This design comes from an exercise in tuning for small area and a short achievable clock period on the open sky130 flow, not from production work.
In this exercise RTL edits were held to simulation tests only and were not proved equivalent to the original.

==> flow/design.v <==
`timescale 1ns/10ps
`default_nettype none
module cacc_lsd #(
  parameter WIDTH = 36
) (
  input  wire [WIDTH-1:0] value,
  output reg  [5:0]       cnt
);
  wire [WIDTH-2:0] diff;
  integer i;
  assign diff = value[WIDTH-2:0] ^ {(WIDTH-1){value[WIDTH-1]}};
  always @(*) begin
    cnt = WIDTH - 1;
    for (i = 0; i < WIDTH - 1; i = i + 1) begin
      if (diff[i]) begin
        cnt = WIDTH - 2 - i;
      end
    end
  end
endmodule
`default_nettype wire
`timescale 1ns/10ps
`default_nettype none
module cacc_fp48_align (
  input  wire        nvdla_core_clk,
  input  wire        nvdla_core_rstn,
  input  wire        in_valid,
  input  wire        in_sel,
  input  wire        in_op_valid,
  input  wire [43:0] in_data,
  input  wire [47:0] in_op,
  output reg         rec_valid,
  output reg         rec_fin,
  output reg         rec_nan,
  output reg  [7:0]  rec_expo,
  output reg  [39:0] rec_di_mant,
  output reg  [39:0] rec_oi_mant,
  output reg  [2:0]  rec_cut
);
  wire [5:0]  in_data_expo;
  wire [37:0] in_data_mant;
  wire [7:0]  op_expo;
  wire [39:0] op_mant;
  wire [35:0] di_mant;
  wire [5:0]  di_lead;
  wire [6:0]  di_expm;
  wire [35:0] di_manm;
  wire        di_zero;
  wire        di_nan;
  wire        oi_zero;
  wire        oi_nan;
  wire        in_nan;
  wire [39:0] di_mans;
  wire [39:0] oi_mans;
  wire [7:0]  di_expo;
  wire [7:0]  oi_expo;
  wire [7:0]  max_expo;
  wire [7:0]  di_sh;
  wire [7:0]  oi_sh;
  wire [79:0] di_wide;
  wire [79:0] oi_wide;
  wire [42:0] di_align;
  wire [42:0] oi_align;
  wire [2:0]  cut_nxt;
  assign in_data_expo = in_data[43:38];
  assign in_data_mant = in_data[37:0];
  assign op_expo = in_op_valid ? in_op[47:40] : 8'd0;
  assign op_mant = in_op_valid ? in_op[39:0] : 40'd0;
  assign di_zero = ~(|in_data_mant);
  assign di_nan  = &in_data_expo;
  assign oi_zero = ~(|op_mant);
  assign oi_nan  = &op_expo;
  assign in_nan  = di_nan | oi_nan;
  assign di_mant = in_data_mant[35:0];
  cacc_lsd #(.WIDTH(36)) u_lsd (
    .value (di_mant),
    .cnt   (di_lead)
  );
  assign di_manm = di_mant << di_lead;
  assign di_expm = {1'b0, in_data_expo} + 7'd47 - {1'b0, di_lead};
  assign di_mans = oi_nan ? 40'd0 :
                   di_nan ? {in_data_mant[37:27], 29'b0} :
                   {di_manm, 4'b0};
  assign oi_mans = oi_nan ? {op_mant[39:29], 29'b0} :
                   di_nan ? 40'd0 :
                   op_mant;
  assign di_expo = in_nan ? 8'hff : di_zero ? 8'd0 : {1'b0, di_expm};
  assign oi_expo = in_nan ? 8'hff : oi_zero ? 8'd0 : op_expo;
  assign max_expo = (di_expo > oi_expo) ? di_expo : oi_expo;
  assign di_sh    = max_expo - di_expo;
  assign oi_sh    = max_expo - oi_expo;
  assign di_wide  = $signed({di_mans, 40'd0}) >>> di_sh;
  assign oi_wide  = $signed({oi_mans, 40'd0}) >>> oi_sh;
  assign di_align = {di_wide[79:40], di_wide[39:38], |di_wide[37:0]};
  assign oi_align = {oi_wide[79:40], oi_wide[39:38], |oi_wide[37:0]};
  assign cut_nxt = (di_expo > oi_expo) ? oi_align[2:0] :
                   (di_expo < oi_expo) ? di_align[2:0] : 3'd0;
  always @(posedge nvdla_core_clk or negedge nvdla_core_rstn) begin
    if (!nvdla_core_rstn) begin
      rec_valid <= 1'b0;
      rec_fin   <= 1'b0;
    end else begin
      rec_valid <= in_valid;
      rec_fin   <= in_valid & in_sel;
    end
  end
  always @(posedge nvdla_core_clk) begin
    if (in_valid) begin
      rec_nan     <= in_nan;
      rec_expo    <= max_expo;
      rec_di_mant <= di_align[42:3];
      rec_oi_mant <= oi_align[42:3];
      rec_cut     <= cut_nxt;
    end
  end
endmodule
`default_nettype wire
`timescale 1ns/10ps
`default_nettype none
module cacc_fp48_sum_nrml (
  input  wire        nvdla_core_clk,
  input  wire        nvdla_core_rstn,
  input  wire        in_valid,
  input  wire        in_fin,
  input  wire        in_nan,
  input  wire [7:0]  in_expo,
  input  wire [39:0] in_di_mant,
  input  wire [39:0] in_oi_mant,
  input  wire [2:0]  in_cut,
  output reg         rec_valid,
  output reg         rec_fin,
  output reg         rec_nan,
  output reg  [7:0]  rec_expo,
  output reg  [41:0] rec_sum
);
  wire signed [40:0] mant_sum;
  wire [43:0]        sum_total;
  wire [5:0]         sum_lead;
  wire [7:0]         expo_nrml;
  wire signed [44:0] sum_comp;
  wire [44:0]        sum_shift;
  wire [41:0]        sum_nxt;
  assign mant_sum  = $signed(in_di_mant) + $signed(in_oi_mant);
  assign sum_total = {mant_sum, in_cut};
  cacc_lsd #(.WIDTH(44)) u_lsd (
    .value (sum_total),
    .cnt   (sum_lead)
  );
  assign expo_nrml = in_expo + 8'd1 - {2'b00, sum_lead};
  assign sum_comp = {sum_total, 1'b0};
  assign sum_shift = (sum_lead != 6'd0) ? (sum_comp <<< (sum_lead - 6'd1)) :
                                          (sum_comp >>> 1);
  assign sum_nxt = in_nan ? {mant_sum[39:0], 2'b00} :
                            {sum_shift[43:3], |sum_shift[2:0]};
  always @(posedge nvdla_core_clk or negedge nvdla_core_rstn) begin
    if (!nvdla_core_rstn) begin
      rec_valid <= 1'b0;
      rec_fin   <= 1'b0;
    end else begin
      rec_valid <= in_valid;
      rec_fin   <= in_fin;
    end
  end
  always @(posedge nvdla_core_clk) begin
    if (in_valid) begin
      rec_nan  <= in_nan;
      rec_expo <= expo_nrml;
      rec_sum  <= sum_nxt;
    end
  end
endmodule
`default_nettype wire
`timescale 1ns/10ps
`default_nettype none
module cacc_fp48_round (
  input  wire        nvdla_core_clk,
  input  wire        nvdla_core_rstn,
  input  wire        in_valid,
  input  wire        in_fin,
  input  wire        in_nan,
  input  wire [7:0]  in_expo,
  input  wire [41:0] in_sum,
  output wire [47:0] out_partial_data,
  output reg         out_partial_valid,
  output reg         final_take
);
  wire               sum_sign;
  wire [39:0]        sum_effect;
  wire               sum_guard;
  wire               sum_stick;
  wire               point5;
  wire signed [40:0] sum_round;
  wire               carry_pos;
  wire               carry_neg;
  wire [39:0]        mant_nmlz;
  wire               mant_zero;
  wire [7:0]         expo_nmlz;
  wire [7:0]         expo_nxt;
  reg  [7:0]         expo_q;
  reg  [39:0]        mant_q;
  assign sum_sign   = in_sum[41];
  assign sum_effect = in_sum[41:2];
  assign sum_guard  = in_sum[1];
  assign sum_stick  = in_sum[0];
  assign point5    = sum_guard & (~sum_sign | sum_stick);
  assign sum_round = $signed(sum_effect) + $signed({1'b0, point5});
  assign carry_pos = ~sum_sign & (&sum_effect[38:0]) & point5;
  assign carry_neg = sum_sign & ~sum_effect[38] & (&sum_effect[37:0]) & point5;
  assign mant_nmlz = carry_neg ? {sum_round[38:0], 1'b0} :
                     carry_pos ? sum_round[40:1] :
                                 sum_round[39:0];
  assign mant_zero = ~(|mant_nmlz);
  assign expo_nmlz = carry_neg ? in_expo - 8'd1 : in_expo + {7'd0, carry_pos};
  assign expo_nxt  = in_nan ? 8'hff : mant_zero ? 8'd0 : expo_nmlz;
  always @(posedge nvdla_core_clk or negedge nvdla_core_rstn) begin
    if (!nvdla_core_rstn) begin
      out_partial_valid <= 1'b0;
      final_take        <= 1'b0;
    end else begin
      out_partial_valid <= in_valid & ~in_fin;
      final_take        <= in_fin;
    end
  end
  always @(posedge nvdla_core_clk) begin
    if (in_valid) begin
      expo_q <= expo_nxt;
      mant_q <= mant_nmlz;
    end
  end
  assign out_partial_data = {expo_q, mant_q};
endmodule
`default_nettype wire
`timescale 1ns/10ps
`default_nettype none
module cacc_fp32_convert (
  input  wire        nvdla_core_clk,
  input  wire        nvdla_core_rstn,
  input  wire [47:0] partial,
  input  wire        final_take,
  output reg  [31:0] out_final_data,
  output reg         out_final_valid
);
  wire [7:0]  partial_expo;
  wire        partial_sign;
  wire [38:0] partial_umant;
  wire        partial_neg2;
  wire        partial_nan;
  wire        partial_zero;
  wire [38:0] mant_abs;
  wire [23:0] mant_effect;
  wire        point5;
  wire        carry;
  wire [24:0] mant_round;
  wire [24:0] mant_shift;
  wire [22:0] frac;
  wire [7:0]  expo_round;
  wire [7:0]  expo_nxt;
  wire [31:0] result;
  assign partial_expo  = partial[47:40];
  assign partial_sign  = partial[39];
  assign partial_umant = partial[38:0];
  assign partial_neg2  = partial_sign & ~(|partial_umant);
  assign partial_nan   = &partial_expo;
  assign partial_zero  = ~(|partial[39:0]);
  assign mant_abs = partial_sign ? (~partial_umant + 39'd1) : partial_umant;
  assign mant_effect = mant_abs[38:15];
  assign point5      = mant_abs[14];
  assign carry       = (&mant_effect) & point5;
  assign mant_round  = {1'b0, mant_effect} + {24'd0, point5};
  assign mant_shift  = mant_round >> carry;
  assign frac = partial_nan ? {13'b0, partial_umant[38:29]} : mant_shift[22:0];
  assign expo_round = partial_expo + 8'd64 + {7'd0, carry | partial_neg2};
  assign expo_nxt   = partial_zero ? 8'd0 : partial_nan ? 8'hff : expo_round;
  assign result = {partial_sign, expo_nxt, frac};
  always @(posedge nvdla_core_clk or negedge nvdla_core_rstn) begin
    if (!nvdla_core_rstn) begin
      out_final_valid <= 1'b0;
    end else begin
      out_final_valid <= final_take;
    end
  end
  always @(posedge nvdla_core_clk) begin
    if (final_take) begin
      out_final_data <= result;
    end
  end
endmodule
`default_nettype wire
`timescale 1ns/10ps
`default_nettype none
module cacc_fp48_calc (
  input  wire        nvdla_core_clk,
  input  wire        nvdla_core_rstn,
  input  wire        in_valid,
  input  wire        in_sel,
  input  wire [43:0] in_data,
  input  wire [47:0] in_op,
  input  wire        in_op_valid,
  output wire [47:0] out_partial_data,
  output wire        out_partial_valid,
  output wire [31:0] out_final_data,
  output wire        out_final_valid
);
  wire        a_valid;
  wire        a_fin;
  wire        a_nan;
  wire [7:0]  a_expo;
  wire [39:0] a_di_mant;
  wire [39:0] a_oi_mant;
  wire [2:0]  a_cut;
  wire        s_valid;
  wire        s_fin;
  wire        s_nan;
  wire [7:0]  s_expo;
  wire [41:0] s_sum;
  wire        final_take;
  cacc_fp48_align u_align (
    .nvdla_core_clk  (nvdla_core_clk),
    .nvdla_core_rstn (nvdla_core_rstn),
    .in_valid        (in_valid),
    .in_sel          (in_sel),
    .in_op_valid     (in_op_valid),
    .in_data         (in_data),
    .in_op           (in_op),
    .rec_valid       (a_valid),
    .rec_fin         (a_fin),
    .rec_nan         (a_nan),
    .rec_expo        (a_expo),
    .rec_di_mant     (a_di_mant),
    .rec_oi_mant     (a_oi_mant),
    .rec_cut         (a_cut)
  );
  cacc_fp48_sum_nrml u_sum_nrml (
    .nvdla_core_clk  (nvdla_core_clk),
    .nvdla_core_rstn (nvdla_core_rstn),
    .in_valid        (a_valid),
    .in_fin          (a_fin),
    .in_nan          (a_nan),
    .in_expo         (a_expo),
    .in_di_mant      (a_di_mant),
    .in_oi_mant      (a_oi_mant),
    .in_cut          (a_cut),
    .rec_valid       (s_valid),
    .rec_fin         (s_fin),
    .rec_nan         (s_nan),
    .rec_expo        (s_expo),
    .rec_sum         (s_sum)
  );
  cacc_fp48_round u_round (
    .nvdla_core_clk    (nvdla_core_clk),
    .nvdla_core_rstn   (nvdla_core_rstn),
    .in_valid          (s_valid),
    .in_fin            (s_fin),
    .in_nan            (s_nan),
    .in_expo           (s_expo),
    .in_sum            (s_sum),
    .out_partial_data  (out_partial_data),
    .out_partial_valid (out_partial_valid),
    .final_take        (final_take)
  );
  cacc_fp32_convert u_convert (
    .nvdla_core_clk  (nvdla_core_clk),
    .nvdla_core_rstn (nvdla_core_rstn),
    .partial         (out_partial_data),
    .final_take      (final_take),
    .out_final_data  (out_final_data),
    .out_final_valid (out_final_valid)
  );
endmodule
`default_nettype wire
==> flow/run.sh <==
#!/bin/bash
# synth_recipe.tcl (not shown) runs the flow's synth.tcl, then flattens the netlist and writes it again
# the make line also repeats each setting of config.mk as NAME=value (left out here)
make -C /OpenROAD-flow-scripts/flow DESIGN_CONFIG=/design/flow/config.mk WORK_HOME=/design/flow/orfs CLKGATE_MAP_FILE= SYNTH_SCRIPT=/design/flow/synth_recipe.tcl finish
==> flow/config.mk <==
export PLATFORM = sky130hd
export DESIGN_NAME = cacc_fp48_calc
export DESIGN_NICKNAME = cacc_fp48_calc
export VERILOG_FILES = /design/flow/design.v
export SDC_FILE = /design/flow/constraint.sdc
export NUM_CORES = 4
export LEC_CHECK = 0
export CAP_MARGIN = 20
export CORE_MARGIN = 2
export CORE_UTILIZATION = 40
export SLEW_MARGIN = 20
==> flow/constraint.sdc <==
create_clock -name core_clock -period 10.0 [get_ports {nvdla_core_clk}]
set_input_delay 2.0000 -clock core_clock [delete_from_list [all_inputs] [get_ports {nvdla_core_clk}]]
set_output_delay 2.0000 -clock core_clock [all_outputs]
set_load 0.01 [all_outputs]
==> run notes <==
## per-stage QoR
stage | util (%) | setup TNS (ns) | setup WS (ns)
global route | 50.52 | -0.005404 | -0.005404
CTS | 50.00 | 0 | 0.1485
floorplan | - | 0 | 0.01763
global placement | 48.85 | -0.3484 | -0.3484
detailed placement | 48.85 | -0.4075 | -0.3760
finish | 50.52 | 0 | 0.3592
## area by class of cell
cell class | instances | area (um2) | area share, %
clock buffers | 32 | 691.9 | 1.762
clock inverters | 14 | 197.7 | 0.5034
inverters | 102 | 390.4 | 0.9941
multi-input cells | 3466 | 23430 | 59.66
flip-flops and latches | 230 | 6874 | 17.51
well taps | 1040 | 1301 | 3.314
repair buffers | 763 | 6385 | 16.26
## worst max path at each step
stage                                         to  cells after the start
floorplan           u_align.rec_cut[0]$_DFFE_PP_                     49
global placement    u_align.rec_cut[0]$_DFFE_PP_                     38
detailed placement  u_align.rec_cut[0]$_DFFE_PP_                     37
CTS                 u_align.rec_cut[0]$_DFFE_PP_                     37
global route        u_align.rec_cut[0]$_DFFE_PP_                     40
finish              u_align.rec_cut[0]$_DFFE_PP_                     42
## cells by family after synthesis
group	share of synthesized area [%]
AOI/OAI and AO/OA	32.34
xor gates and xnor gates	4.771
adders and majority gates	4.389
buffers and inverters	5.522
DFF	21.83
muxes	7.772
and+or+nand+nor	23.37
## state kept, by name, summed over array words and instances (netlist names), 3 cells and up
register / flops
u_align.rec_di_mant: 40
u_align.rec_cut: 3
u_sum_nrml.rec_expo: 8
u_convert.out_final_data: 32
u_round.expo_q: 8
u_align.rec_expo: 8
u_align.rec_oi_mant: 40
u_round.mant_q: 40
u_sum_nrml.rec_sum: 42
## routing by layer
layer / global-route usage, % / up-vias / part of all wire (%)
met2: 52.52 / 1909 / 46
li1: - / 16840 / -
met5: 0 / - / 0
met3: 3.299 / 340 / 7.9
met4: 11.89 / 0 / 4.2
met1: 44.22 / 17270 / 42
## cell usage after synthesis, drive strengths merged, types with 16 or more instances
master	instances	area [um2]
nor4	55	377.9
or2	22	137.6
ha	100	1251
nor2b	33	206.5
o211ai	81	628.1
mux4	38	855.8
edfxtp	223	6696
xnor2	96	848.3
or4	21	157.7
a221oi	45	419.2
a211oi	68	565.5
nand2	454	1707
a32oi	16	140.1
a21oi	413	2108
nand4	90	563.0
nor3	90	476.7
o22ai	56	369.1
a2111oi	19	193.9
or3	27	173.9
mux2	36	409.1
inv	99	374.1
a311oi	18	192.7
and2	42	265.3
o31ai	44	362.9
nor2	361	1365
a22oi	30	225.2
nand2b	29	181.4
nand3	196	990.9
buf	105	593.1
a221o	21	210.2
and3	41	256.5
o21a	31	235.2
a21o	59	442.9
clkbuf	202	759.5
o21ai	269	1380
xor2	72	653.1
a31oi	71	444.2
mux2i	118	1181
o2111ai	17	155.1
## what timing repair did
action                     4_1_cts  5_1_grt
hold endpoints to repair         0        0
setup buffers                    0        6
setup endpoints to repair        0        2
resized for setup                0       79
==> run notes <==
PLACEMENT
-------------------------------------------------------------------------------------------
Detailed placer's ending HPWL                                                     109300 um
Placed cell count                                                                      5594
Final Wtd Congestion                                                                  1.000
Count of input and output buffers                                                       178
Placed cell area                                                                0.03797 mm2

TIMING
-------------------------------------------------------------------------------------------
Rel. slew slack                                                                      21.56%
Endpoints failing hold                                                                    0
Achievable Freq                                                                  0.1037 GHz
Number of setup violations in the final report                                            0
Pins over their slew limit                                                                0
Transition time at the pin with the least slew margin                              1.168 ns
Smallest hold slack                                                               0.3615 ns
Setup Skew                                                                       0.02672 ns
Shortest clock period the worst path allows after layout                           9.641 ns
Period utilisation layout                                                            96.41%

SYNTHESIS
-------------------------------------------------------------------------------------------
Post-synthesis sequential element count                                                 230
Proportion of register bits with asynchronous set or reset after synthesis           3.043%
Most frequently used flop master after synthesis                                   edfxtp_1
Synthesized netlist net count                                                          4307
Post-synthesis instance total                                                          4105
Seq/Total Area, Yosys                                                                21.83%
Cell area after technology mapping                                              0.03147 mm2
Average footprint of a synthesized cell                                           7.667 um2
Number of enable-type register cells in the synthesized netlist                         223
Synthesis Warnings                                                                        6
Number of distinct library cells after synthesis                                        133

DIE
-------------------------------------------------------------------------------------------
Die Ht                                                                             284.5 um
Initial core utilization                                                             40.49%
# IOs                                                                                   179
Area enclosed by the die boundary                                               0.08094 mm2
Number of cell rows                                                                     102
Std-Cell Core Area                                                              0.07772 mm2
Die span in x                                                                      284.5 um

SETUP PATH
-------------------------------------------------------------------------------------------
Flop-to-flop setup slack                                                            1.48 ns
Buffers and inverters on the worst path                                                  11
Worst Reg-to-Reg Cells                                                                   25
Slowest cell on the critical path                                                     or4_1
Reg2reg end                                                                    u_sum_nrml.rec_sum[28]$_DFFE_PP_
Largest delay share family, worst path                                         compound AO/OA/AOI/OAI gates
Crit path required time                                                            10.29 ns
Arrival time reported for the critical path endpoint                                9.93 ns
Worst Setup Start Kind                                                           input port
Critical Setup Path Class                                                      input port to flop
Category of the worst setup path capture point                                         flop
Worst setup startpoint                                                          in_data[23]
Reg-to-Reg Start                                                               u_align.rec_oi_mant[17]$_DFFE_PP_
CP max stage delay                                                                  0.48 ns
Worst-path fanout max                                                                    13
Most used cell, CP                                                                    buf_4

FINISH
-------------------------------------------------------------------------------------------
Post-route cell area                                                            0.03927 mm2
Share of post-route cells with drive strength above 1                                19.62%
Non-filler instance count after layout                                                 5647
Antenna diode count                                                                       0
Final #Nets                                                                            4790
Commonest cells after routing, fill and taps aside                             buf_4 (569), nand2_1 (451), a21oi_1 (397), nor2_1 (353), edfxtp_1 (223)
Count of filler cells inserted in the layout                                           7640
Area overhead of the layout relative to synthesis                                    24.77%
Leading cell type in the layout, fill and taps excluded                               buf_4

WORST HOLD PATH
-------------------------------------------------------------------------------------------
Hold path cells                                                                           0
Destination of the worst hold path                                             u_sum_nrml.rec_fin$_DFF_PN0_
Worst Min Path Start                                                           u_align.rec_fin$_DFF_PN0_
Type of the tightest min-delay check                                           flop to flop

GLOBAL ROUTING
-------------------------------------------------------------------------------------------
Maximum number of pins on one net before global-route repair                             86
Via count of the first global-routing pass                                            33400
Global-route usage over all layers                                                   32.29%
Remaining global-route overflow                                                           0
Antenna violations before repair                                                          0
Global-route wire length before repair                                            205800 um

CLOCK NETWORK
-------------------------------------------------------------------------------------------
Post-CTS Hold Buffers                                                                     0
CTS max path bufs                                                                         3
TritonCTS Sinks                                                                         230
CTS tree                                                                              built
Clk pin slew, worst setup/hold paths                                                0.06 ns
Total CTS buffers                                                                        25
Root buffer selected by CTS                                                       clkbuf_16
Skew-Pair Late Insertion Delay                                                      0.56 ns
Depth of the CTS H-tree                                                                   1

DRT
-------------------------------------------------------------------------------------------
Routed length per placed instance                                                  24.24 um
Number of DRC violations after detailed routing                                           0
Total vias in the final route                                                         36360
Number of nets with antenna violations after routing                                      0
Via density                                                                           6.439
Number of design-rule violations left by the first detailed-router iteration           4259
Routed wire length                                                                136900 um
Number of search-and-repair iterations in the first detailed-routing pass                 8

OUTCOME
-------------------------------------------------------------------------------------------
Status                                                                         complete, no violations

RUN
-------------------------------------------------------------------------------------------
Number of maximum-capacitance violations                                                  0

re-timing with driven ports:
The flow's constraints put no driver on any port. The routed layout listed below was extracted and timed again, unchanged, in two steps. Step 1 sets driving cells, clkbuf_16 on the clock port and buf_2 on the other inputs (assumed; they add their load-dependent delay and slew). Step 2 times the ports against the registers' clock, not the clock port: input delays grow and output delays shrink by t, the midpoint of the rising clock arrivals with the driver on. Three values: ideal, step 1, step 2; two values: the first two.
shift t [ns]: 0.614
setup slack, ns: 0.359 / 0.402 / -0.212
hold slack, ns: 0.362 / 0.362 / 0.362
latest minus earliest clock arrival (ns): 0.028 / 0.028
slew at the worst register clock pin (ns): 0.07 / 0.07
With both steps, setup timing fails in this run, where it was met with ideal ports. For this run, drivers alone change the setup slack by +0.043 ns; drivers and shift together by -0.571 ns.
